What follows belongs to an exercise in optimizing a design on an open flow for small area, a short achievable clock period and few clock cycles; a production flow would make more cautious choices.
Function was checked by simulation only, so behaviour that the tests miss may differ from the original.
Power is estimated from default activity; no workload was simulated.

== try-violet ==
## mbuf_adapter_top
module mbuf_adapter_top #(
    parameter int NUM_BANKS  = mbuf_pkg::DEF_NUM_BANKS,
    parameter int BANK_DEPTH = mbuf_pkg::DEF_BANK_DEPTH,
    parameter int DATA_W     = mbuf_pkg::DEF_DATA_W,
    localparam int ADDR_W    = (BANK_DEPTH > 1) ? $clog2(BANK_DEPTH) : 1
) (
    input  logic                acc_clk,
    input  logic                aresetn,
    input  logic [DATA_W-1:0]   s_axis_tdata,
    input  logic                s_axis_tvalid,
    input  logic                s_axis_tlast,
    output logic                s_axis_tready,
    output logic [DATA_W-1:0]   m_axis_tdata,
    output logic                m_axis_tvalid,
    output logic                m_axis_tlast,
    input  logic                m_axis_tready,
    output logic                acc_start_ready,
    input  logic                acc_done,
    input  logic                acc_en,
    input  logic [DATA_W/8-1:0] acc_we,
    input  logic [ADDR_W-1:0]   acc_addr,
    input  logic [DATA_W-1:0]   acc_wdata,
    output logic [DATA_W-1:0]   acc_rdata
);
==> flow/config.mk <==
export PLATFORM = sky130hd
export DESIGN_NAME = mbuf_adapter_top
export DESIGN_NICKNAME = mbuf_adapter_top
export VERILOG_FILES = /design/flow/design.v
export SDC_FILE = /design/flow/constraint.sdc
export NUM_CORES = 4
export LEC_CHECK = 0
export CAP_MARGIN = 20
export CORE_MARGIN = 2
export CORE_UTILIZATION = 50
export CTS_CLUSTER_DIAMETER = 80
export CTS_CLUSTER_SIZE = 24
export SETUP_SLACK_MARGIN = 2.5
export SLEW_MARGIN = 20
export SYNTH_HIERARCHICAL = 1
export SYNTH_MINIMUM_KEEP_SIZE = 0
==> flow/constraint.sdc <==
create_clock -name core_clock -period 5.0 [get_ports {acc_clk}]
set_input_delay 1.0000 -clock core_clock [delete_from_list [all_inputs] [get_ports {acc_clk}]]
set_output_delay 1.0000 -clock core_clock [all_outputs]
set_load 0.01 [all_outputs]
standard.sh (not shown) runs the stock make flow with config.mk's settings and CLKGATE_MAP_FILE= SYNTH_SCRIPT=/design/flow/synth_recipe.tcl, a recipe that flattens the netlist after the stock synthesis.
==> flow/flow/run.sh <==
#!/bin/bash
# Standard layout with the port buffers made from plain buffers and the
# resizer free to change a cell's footprint. Every tool's output goes to
# flow_make.log in this folder; ORFS keeps its own per-step logs in orfs/logs.
set -euo pipefail
bash standard.sh \
  MATCH_CELL_FOOTPRINT=0 \
  "BUFFER_PORTS_ARGS=-buffer_cell sky130_fd_sc_hd__buf_4" \
  finish > flow_make.log 2>&1
Testbench counts of try-violet, summed over its fixed seeds: cycles 3,630.
The following lists how try-amber was set up differently from try-violet:
--- a/flow/design.v
+++ b/flow/design.v
@@ -244,26 +244,26 @@
                 dr_ptr   <= dr_ptr + 1'b1;
                 dr_w_oh  <= {dr_w_oh[BANK_DEPTH-2:0], 1'b0};
             end
         end
     end
     always_ff @(posedge acc_clk) begin
         if (s_take_last) begin
             last_idx[wr_bank] <= wr_cnt;
         end
         if (dr_load) begin
-            for (int y = 0; y < BE_W; y++) begin
-                m_data_q[y*8 +: 8] <= dr_word[y*8 +: 8];
-            end
             m_last_q <= dr_lst_q;
         end
     end
+    always_ff @(posedge acc_clk) begin
+        m_data_q <= dr_word;
+    end
     logic [DATA_W-1:0]     acc_word;
     logic [DATA_W-1:0]     dr_word;
     logic [DATA_W-1:0]     w0_word;
     logic [NUM_BANKS*DATA_W-1:0] bank_words;
     logic [NUM_BANKS*DATA_W-1:0] bank_w0;
     localparam int LO_W = ADDR_W / 2;
     localparam int HI_W = ADDR_W - LO_W;
     logic [BANK_DEPTH-1:0] acc_dec;
     logic [(1<<LO_W)-1:0]  acc_lo;      
     logic [(1<<HI_W)-1:0]  acc_hi;
@@ -271,60 +271,49 @@
         for (int i = 0; i < (1 << LO_W); i++) begin
             acc_lo[i] = (acc_addr[LO_W-1:0] == LO_W'(i));
         end
         for (int i = 0; i < (1 << HI_W); i++) begin
             acc_hi[i] = (acc_addr[ADDR_W-1:LO_W] == HI_W'(i));
         end
         for (int w = 0; w < BANK_DEPTH; w++) begin
             acc_dec[w] = acc_hi[w >> LO_W] && acc_lo[w % (1 << LO_W)];
         end
     end
-    localparam int HW = DATA_W / 2;
     for (genvar b = 0; b < NUM_BANKS; b++) begin : g_rd
-        logic [BANK_DEPTH*HW-1:0] words_lo;
-        logic [BANK_DEPTH*HW-1:0] words_hi;
-        logic [BANK_DEPTH-1:0]    sel_lo;
-        logic [BANK_DEPTH-1:0]    sel_hi;
+        logic [BANK_DEPTH*DATA_W-1:0] words;
+        logic [BANK_DEPTH-1:0]        sel;
         for (genvar w = 0; w < BANK_DEPTH; w++) begin : g_w
-            assign words_lo[w*HW +: HW] = mem[b][w][HW-1:0];
-            assign words_hi[w*HW +: HW] = mem[b][w][DATA_W-1:HW];
+            assign words[w*DATA_W +: DATA_W] = mem[b][w];
         end
-        mbuf_sel_pd #(.NLO(1 << LO_W), .NHI(1 << HI_W)) u_sel_lo (
+        mbuf_sel_pd #(.NLO(1 << LO_W), .NHI(1 << HI_W)) u_sel (
             .own (acc_own[b]), .lo (acc_lo), .hi (acc_hi),
-            .dok (dr_ok[b]), .y (dr_w_oh), .sel (sel_lo)
-        );
-        mbuf_sel_pd #(.NLO(1 << LO_W), .NHI(1 << HI_W)) u_sel_hi (
-            .own (acc_own[b]), .lo (acc_lo), .hi (acc_hi),
-            .dok (dr_ok[b]), .y (dr_w_oh), .sel (sel_hi)
+            .dok (dr_ok[b]), .y (dr_w_oh), .sel (sel)
         );
         assign bank_w0[b*DATA_W +: DATA_W] = mem[b][0];
-        mbuf_onehot_mux #(.N(BANK_DEPTH), .W(HW)) u_rd_lo (
-            .sel  (sel_lo),
-            .din  (words_lo),
-            .dout (bank_words[b*DATA_W +: HW])
-        );
-        mbuf_onehot_mux #(.N(BANK_DEPTH), .W(HW)) u_rd_hi (
-            .sel  (sel_hi),
-            .din  (words_hi),
-            .dout (bank_words[b*DATA_W + HW +: HW])
+        mbuf_onehot_mux #(.N(BANK_DEPTH), .W(DATA_W)) u_rd (
+            .sel  (sel),
+            .din  (words),
+            .dout (bank_words[b*DATA_W +: DATA_W])
         );
     end
     mbuf_onehot_mux #(.N(NUM_BANKS), .W(DATA_W)) u_acc_rd (
         .sel (acc_b_oh), .din (bank_words), .dout (acc_word)
     );
     logic [DATA_W-1:0] dr_alt;
     for (genvar y = 0; y < BE_W; y++) begin : g_alt
         assign dr_alt[y*8 +: 8] = dr_fwd[y] ? acc_wdata[y*8 +: 8] : w0_word[y*8 +: 8];
     end
-    mbuf_onehot_mux #(.N(NUM_BANKS + 1), .W(DATA_W)) u_dr_rd (
-        .sel  ({!dr_any_q, dr_b_oh & {NUM_BANKS{dr_any_q}}}),
-        .din  ({dr_alt, bank_words}),
+    logic m_hold;
+    assign m_hold = m_v_q && !m_axis_tready;
+    mbuf_onehot_mux #(.N(NUM_BANKS + 2), .W(DATA_W)) u_dr_rd (
+        .sel  ({m_hold, dr_load && !dr_any_q, dr_b_oh & {NUM_BANKS{dr_load && dr_any_q}}}),
+        .din  ({m_data_q, dr_alt, bank_words}),
         .dout (dr_word)
     );
     mbuf_onehot_mux #(.N(NUM_BANKS), .W(DATA_W)) u_w0_rd (
         .sel (acc_b_oh), .din (bank_w0), .dout (w0_word)
     );
     always_ff @(posedge acc_clk) begin
         rdata_q <= acc_word;
     end
     for (genvar b = 0; b < NUM_BANKS; b++) begin : g_bank
         logic              fill_bank;
[summary]
- NOTE final area try-violet->try-amber increased slightly
- Between try-violet and try-amber, number of nets in the final layout is higher for try-violet, try-amber comes in under that.
- From try-violet to try-amber the numbers moved as follows: multiplexer share of the synthesized area held; maximum number of pins on one net before global-route repair went down about 15%; synthesized area went down 1500 um2; post-CTS resize count went down 63.
- Global-route met1 utilization ends up higher on try-amber.
- First-iteration DRC count: try-amber worse than try-violet
- For clock distribution power, try-amber and try-violet come out practically identical.
- The higher sequential share of layout area came out of try-violet.
- There was hardly any difference in worst hold slack across all endpoints between try-amber and try-violet.
- From try-violet to try-amber the numbers moved as follows: post-route minimum period went down; required time at the endpoint of the critical path has increased; post-synthesis share of cell area spent on xor and xnor gates about even.
Testbench counts of try-amber, summed over its fixed seeds: cycles 3,630.

==> re-timing with driven ports <==
The flow's constraints put no driver on any port. The routed layouts listed below were extracted and timed again, unchanged, in two steps. Step 1 assumes that a clkbuf_16 drives the clock port and a buf_2 every other input. Step 2 times the ports against the registers' clock, not the clock port: input delays grow and output delays shrink by t, the midpoint of the rising clock arrivals with the driver on. a / b / c = ideal / step 1 / step 2; a / b = the first two.
| run | t (ns) | setup slack, ns | clock arrival spread, ns | pins driven straight from the clock port |
|---|---|---|---|---|
| try-violet | 0.857 | 2.238 / 2.155 / 1.298 | 0.050 / 0.049 | 1 |
| try-amber | 0.868 | 2.273 / 2.158 / 1.290 | 0.036 / 0.036 | 1 |
After both steps every run listed still meets setup and hold. For try-amber, which loses most, drivers alone change the setup slack by -0.115 ns; drivers and shift together by -0.983 ns.
